From an optimization exercise on the open Yosys and OpenROAD flow, aimed at small area, a short achievable clock period and few clock cycles; shortcuts taken in it are not production practice.
No run shown here included a check of the RTL's function; only the layout flow was run.
Power and IR drop assume default switching activity.

==> flow/design.v, too long to show whole: its modules and the start of the top module <==
// module mac_fa: 4 lines
// module mac_ha: 4 lines
// module mac_hold: 8 lines
// module approx_mac_top: 1770 lines
module approx_mac_top (
    input  wire                         clk,
    input  wire                         arst_n,
    input  wire [33:0]                  cmd,     
    input  wire                         cmd_valid,
    output logic                        cmd_ready,
    output logic [151:0]                result,  
    output logic                        result_valid,
    input  wire                         result_ready
);
  // ...
==> flow/run.sh <==
#!/bin/bash
# synth_recipe.tcl (not shown) runs the flow's synth.tcl, then flattens the netlist and writes it again
# the make line also repeats each setting of config.mk as NAME=value (left out here)
make -C /OpenROAD-flow-scripts/flow DESIGN_CONFIG=/design/flow/config.mk WORK_HOME=/design/flow/orfs CLKGATE_MAP_FILE= SYNTH_SCRIPT=/design/flow/synth_recipe.tcl finish
==> flow/config.mk <==
export PLATFORM = sky130hd
export DESIGN_NAME = approx_mac_top
export DESIGN_NICKNAME = approx_mac_top
export VERILOG_FILES = /design/flow/design.v
export SDC_FILE = /design/flow/constraint.sdc
export NUM_CORES = 4
export LEC_CHECK = 0
export CAP_MARGIN = 20
export CORE_MARGIN = 2
export CORE_UTILIZATION = 40
export SETUP_SLACK_MARGIN = 5
export SLEW_MARGIN = 20
export SYNTH_HIERARCHICAL = 1
==> flow/constraint.sdc <==
create_clock -name core_clock -period 9.0 [get_ports {clk}]
set_input_delay 1.8000 -clock core_clock [delete_from_list [all_inputs] [get_ports {clk}]]
set_output_delay 1.8000 -clock core_clock [all_outputs]
set_load 0.01 [all_outputs]
==> impl_results.md, run 1 <==
- Primary FF master, synth: dfrtp_1
- Clock-net power: roughly 1500 uW
- Fraction of area in registers: 0.229
- Worst Hold Class: reg2reg
- GR peak layer: met2
- Cell row count: 86
- Sequential Power: 2050 uW
- Warnings from Yosys: 7
- CTS Buf Count: 36
- Final Instance Count excl. Fillers: 3,125
- Final worst path period need: 4000 ps
- Met1 wire length: between 20,000 and 30,000 um
- Top routing layer in use: met4
- Final Worst Setup Slack: ~5000 ps
- Synth Area in Compound Gates: 0.105
- Leak: 0.0119 uW
- Status: complete, no violations
- Synth area leader: fa_1
- Clock buf count: 54
- Int Pwr: 6130 uW
- Worst Path Required: 9410 ps
- GR met2 Demand/Resource: 0.341
- Placed Cells: roughly 3,000
- Die height: ~240 um
- Initial antenna violation count: 0
- Hold path depth: 1
==> run 2: changes to the inputs <==
--- a/flow/design.v
+++ b/flow/design.v
@@ -1783,38 +1783,46 @@
     assign ehi = {1'b1, er_q[10], er_q[8], er_q[6], er_q[4], er_q[2], er_q[0], 1'b1} + {1'b0, 1'b0, er_q[9], er_q[7], er_q[5], er_q[3], er_q[1], elo_q[14]};
     assign d = {ehi[7:1], elo_q[13:0]};
     logic [48-1:0]  err_sum;
     logic [19:0]            max_q;
     logic [32-1:0] approx_cnt;
     logic                   neg;
     logic [19:0]            d_inv;    
     logic [19:0]            abs_err;  
-    logic [48:0]            sum_nxt;
+    logic [22:0]            sum_lo;   
+    logic [26:0]            sum_hi1;  
     logic [21:0]            cmp;      
     assign neg     = d[20];
     assign d_inv   = d[19:0] ^ {20{neg}};
     assign abs_err = d_inv + {19'b0, neg};
-    assign sum_nxt = {err_sum, 1'b1} + {28'b0, d_inv, neg};
+    assign sum_lo  = {1'b0, err_sum[20:0], 1'b1} + {2'b0, d_inv, neg};
+    assign sum_hi1 = err_sum[47:21] + 1'b1;
+    logic [20:0] acc_lo;
+    logic [19:0] acc_hi0;
+    logic [19:0] acc_hi1;
+    assign acc_lo  = {1'b0, acc_s[19:0]} + {1'b0, acc_c[19:0]};
+    assign acc_hi0 = acc_s[39:20] + acc_c[39:20];
+    assign acc_hi1 = acc_s[39:20] + acc_c[39:20] + 20'd1;
     assign cmp     = {1'b0, d_inv, 1'b1} + {1'b0, ~max_q, neg};
     always_ff @(posedge clk or negedge arst_n) begin
         if (!arst_n) begin
             acc        <= '0;
             err_sum    <= '0;
             max_q      <= '0;
             approx_cnt <= '0;
         end else if (b_clr) begin
             acc        <= '0;
             err_sum    <= '0;
             max_q      <= '0;
             approx_cnt <= '0;
         end else begin
-            if (b_apx || b_exa) acc <= acc_s + acc_c;  
+            if (b_apx || b_exa) acc <= {acc_lo[20] ? acc_hi1 : acc_hi0, acc_lo[19:0]};  
             if (b_apx) begin
-                err_sum    <= sum_nxt[48:1];
+                err_sum    <= {sum_lo[22] ? sum_hi1 : err_sum[47:21], sum_lo[21:1]};
                 approx_cnt <= approx_cnt + 1'b1;
                 if (cmp[21]) max_q <= abs_err;
             end
         end
     end
     assign result_s.acc        = acc;
     assign result_s.err_sum    = err_sum;
     assign result_s.err_max    = {12'b0, max_q};
==> impl_results.md, run 2 <==
- Largest Register: pr_q
- Synth Cell Area: 22,600 um2
- Final hold violations: 0
- Core box area: 56,200 um2
- Clock transition at path regs: 60 ps
- Area growth syn-to-layout: 21.9%
- Setup violators final: 0
- #FFs+latches synth: 268
- Synth area leaders: fa_1 (24%), dfrtp_1 (16%), dfxtp_1 (11%), ha_1 (8.5%), and2_1 (4.8%)
- Largest net degree at the start of global routing: 75
- Post-synth EDFFs: 0
- CP max FO: 6
- Pin slew with the least headroom to its limit: 1010 ps
- Detailed-placement wirelength estimate: approximately 44,000 um
- Share of layout cells above drive strength 1: 0.129
- Worst Hold Class: reg2reg
- Vias in the first global route: 17,600
- Routed len/inst: 18.9 um
- # IOs: between 150 and 200
- Primary FF master, synth: dfrtp_1
- Final worst path period need: 4200 ps (+201 ps)
- Synth top area share: 0.237
- Warnings from Yosys: 7 (unchanged)
- Placed Cells: 3,094 (+2.1%)
- R2R setup slack: 4800 ps
- Startpoint Class: register
- Most common cell after layout, fill and taps aside: fa_1
- Initial core utilization: 0.402
- Worst reg2reg endpoint: err_sum[35]
- Max FFs per register: 62
- RSZ-0062 raised after global routing: true
- Final worst path period share: 0.467
- Met3 wire len: just over 3000 um
- Largest stage delay, worst path: 450 ps
- Slew Viols, Final: 0
- Reg power frac: 0.172
- CTS Buf Count: 35 (-2.8%)
- R2r startpoint: er_q[0]
- FF+latch area: 6130 um2
- Most frequent cell after synthesis: fa_1
- Critical path's top delay family: compound AO/OA/AOI/OAI gates
- Clock latency on the worst-skew pair: 540 ps
- Via density: 5.36
- Switching Share: 0.459
- Clock tree buffer depth: 3
- Top post-synthesis cells by count: fa_1 (268), nand2_1 (196), and2_1 (173)
- Clock power frac: 0.128
- Sequential area share after synthesis: 0.270
- Die height: 242 um (+0.51%)
- Global placer's final weighted congestion: 0.900
- Initial antenna violation count: 1 (+1)
- Largest regs: pr_q x62, err_sum x48, acc x40
- Hold EP: x[3]
- WP buf/inv: 3
- Hold_buf cts: 0
- Final Worst Setup Slack: 4800 ps (-201 ps)
- CTS sink count: 268
- Gate power share: 0.700
- Synth area leader: fa_1
- Post-Syn Area per Cell: 10.1 um2
- Top routing layer in use: met5
- Cells on worst reg2reg path: 17
- Slew headroom: 0.323
- Worst hold slack: a little over 500 ps
- Clock root buffer master: clkbuf_16
- Status: complete, no violations
- Remaining antenna violation count after routing: 0
- Buffers added on ports: roughly 180
- Met2 wire length: 29,100 um
- Int Pwr: 6360 uW (+3.7%)
- NetSw: 5390 uW
- Commonest non-fill, non-tap cells in the layout: fa_1 (266), nand2_1 (194), clkdlybuf4s50_1 (178)
- Crit path kind: reg2reg
- Pwr/cell area: approximately 430 nW/um2
- Cell row count: 87 (+1.2%)
- Crit-path most repeated cell: buf_4
- Worst Path Required: 9460 ps (+50 ps)
- Via count: 17,300
- All-layer global routing usage: 0.205
- Max Cap Violations: 0
- CP cell instances: ha_4, a21o_1, buf_4, buf_4, a21oi_1, o21ai_1, mux2i_1, a21oi_1, nor2_1, ha_1, nand4_1, or3_1, a21oi_4, o211ai_1, buf_4, or3_1, a21oi_2
- Met1 wire length: 27,300 um (+1.9%)
- WL final: 60,800 um
- Crit path DAT: 4660 ps
- Dpl cell area: 25,000 um2
- Pre-CTS WS: 3420 ps
- CTS tree: yes
- Crit. End Element: register
- Final Instance Count excl. Fillers: 3,224 (+3.2%)
- H-tree depth: 2
- Nets: between 2,000 and 3,000
- Final Cell Area: roughly 28,000 um2
- Detailed Route Iter0 Violations: 931
- DRC viols: 0
- Diodes inserted: 0
- First-pass GRT wire length: between 90,000 and 100,000 um
- Unique cell type count in the Yosys netlist: 83
- Die W: 242 um
- Worst Skew: 21.5 ps
- Hold_sp: x[3]
- Hold path depth: 1 (unchanged)
- Multi-input gate area: 16,300 um2
- Leak: 0.0121 uW (+1.9%)
- Die area: 58,400 um2
- Max VDD drop: 233 uV
- FMAX: 238 MHz
- Sum Neg Setup Slack: 0 ps
- GRT Residual Overflow: 0
- Slowest-stage cell, CP: nor2_1
- Mapped Cells: 2,238
- DR pass1 iterations: 7
- Fill cells: 5,189
- Ys async rst share: 0.545
run 2: changes by cell type after synthesis, sizes merged, moves of 10 or more:
cell / delta
o21ai: +32
o31ai: -12
nor2b: -10
nor2: +12
nor3: +19
and3: -10
a22o: -13
inv: +17
run 2: what timing repair did:
action                                  CTS  global route
setup buffers                            34            31
cloned                                    2             1
hold endpoints to repair                  0             0
gates resized for setup                  83            84
pin swaps                                37            62
endpoints found under the setup margin   87            66
run 2: worst max-delay path by stage:
| stage | from | end | slack [ps] | cells past startpoint |
|---|---|---|---|---|
| 2_1_floorplan | er_q[0] | err_sum[29] | 4990 | 19 |
| 3_3_place_gp | er_q[0] | err_sum[28] | 3540 | 17 |
| 3_5_place_dp | er_q[0] | err_sum[28] | 3420 | 17 |
| 4_1_cts | er_q[0] | err_sum[28] | 4730 | 19 |
| 5_1_grt | er_q[0] | err_sum[26] | 4600 | 21 |
| 6_report | er_q[0] | err_sum[35] | 4800 | 17 |
run 2: final cells by class:
| class | count | share of cell area |
|---|---|---|
| multi-input combinational | 1766 | 0.592 |
| sequential | 268 | 0.223 |
| timing repair buffer | 267 | 0.0915 |
| clock buffer | 47 | 0.0360 |
| tap | 756 | 0.0343 |
| inverter | 105 | 0.0143 |
| clock inverter | 15 | 0.00885 |
run 2: stage by stage:
| stage | total power (uW) | utilization |
|---|---|---|
| floorplan | 7320 | - |
| global placement | 9240 | 0.445 |
| detailed placement | 9340 | 0.445 |
| CTS | 11300 | 0.480 |
| global route | 12800 | 0.491 |
| finish | 11700 | 0.491 |
run 2: modules after synthesis, one instance, submodules excluded, a selection:
module,cells,times used,area [um2]
approx_mac_top,1904,1,16400
mac_fa,1,264,20.0
mac_ha,1,32,12.5
run 2: power groups by stage:
stage / Sequential [uW] / Clock, uW / Combinational, uW
floorplan: 1910 / 0 / 5410
detailed placement: 2020 / 0 / 7320
CTS: 2020 / 1550 / 7770
global route: 2070 / 1600 / 9080
finish: 2020 / 1510 / 8220
global placement: 2020 / 0 / 7220
run 2: cell families (layout without fill, tap and decap cells):
kind of cell,Yosys count,in the layout,synth area share
simple gates,761,762,0.170
fa+ha+maj,422,422,0.323
compound gates,376,377,0.110
flops,268,268,0.270
buf+inv,217,434,0.0442
xor+xnor,147,147,0.0570
mux,46,46,0.0272
other cells,1,12,0.000166
run 2: routing by layer:
| metal | global-route usage | vias up |
|---|---|---|
| li1 | - | 7998 |
| met1 | 0.280 | 8732 |
| met2 | 0.341 | 459 |
| met3 | 0.0309 | 92 |
| met4 | 0.0510 | 2 |
| met5 | 0 | - |
run 2: worst reg2reg max path, cell delays in order, from the launching register on:
cell and delay (ps):
dfxtp_2 340, ha_4 230, a21o_1 180, buf_4 130, buf_4 110, a21oi_1 270, o21ai_1 210, mux2i_1 190
a21oi_1 90, nor2_1 450, ha_1 330, nand4_1 120, or3_1 360, a21oi_4 280, o211ai_1 160, buf_4 240
or3_1 320, a21oi_2 130

## what the ideal ports hide
In the flow no input, the clock included, has a driving cell. The finished layouts below were timed again as built, in two steps.
Step 1, drivers: a clkbuf_16 drives clk and a buf_2 each remaining input, both assumed.
Step 2 also shifts input and output timing later by t, the mid clock arrival at the registers, as if the neighbouring blocks saw the same clock.
Slacks: no drivers / after step 1 / after step 2; pairs: no drivers / after step 1.
run | t, ns | slack for setup (ns) | worst setup path after step 2 | pins driven straight from the clock port
run 1 | 0.600 | 4.998 / 4.998 / 4.998 | register to register | 1
run 2 | 0.591 | 4.797 / 4.797 / 4.797 | register to register | 1
After both steps every run listed still meets setup and hold.
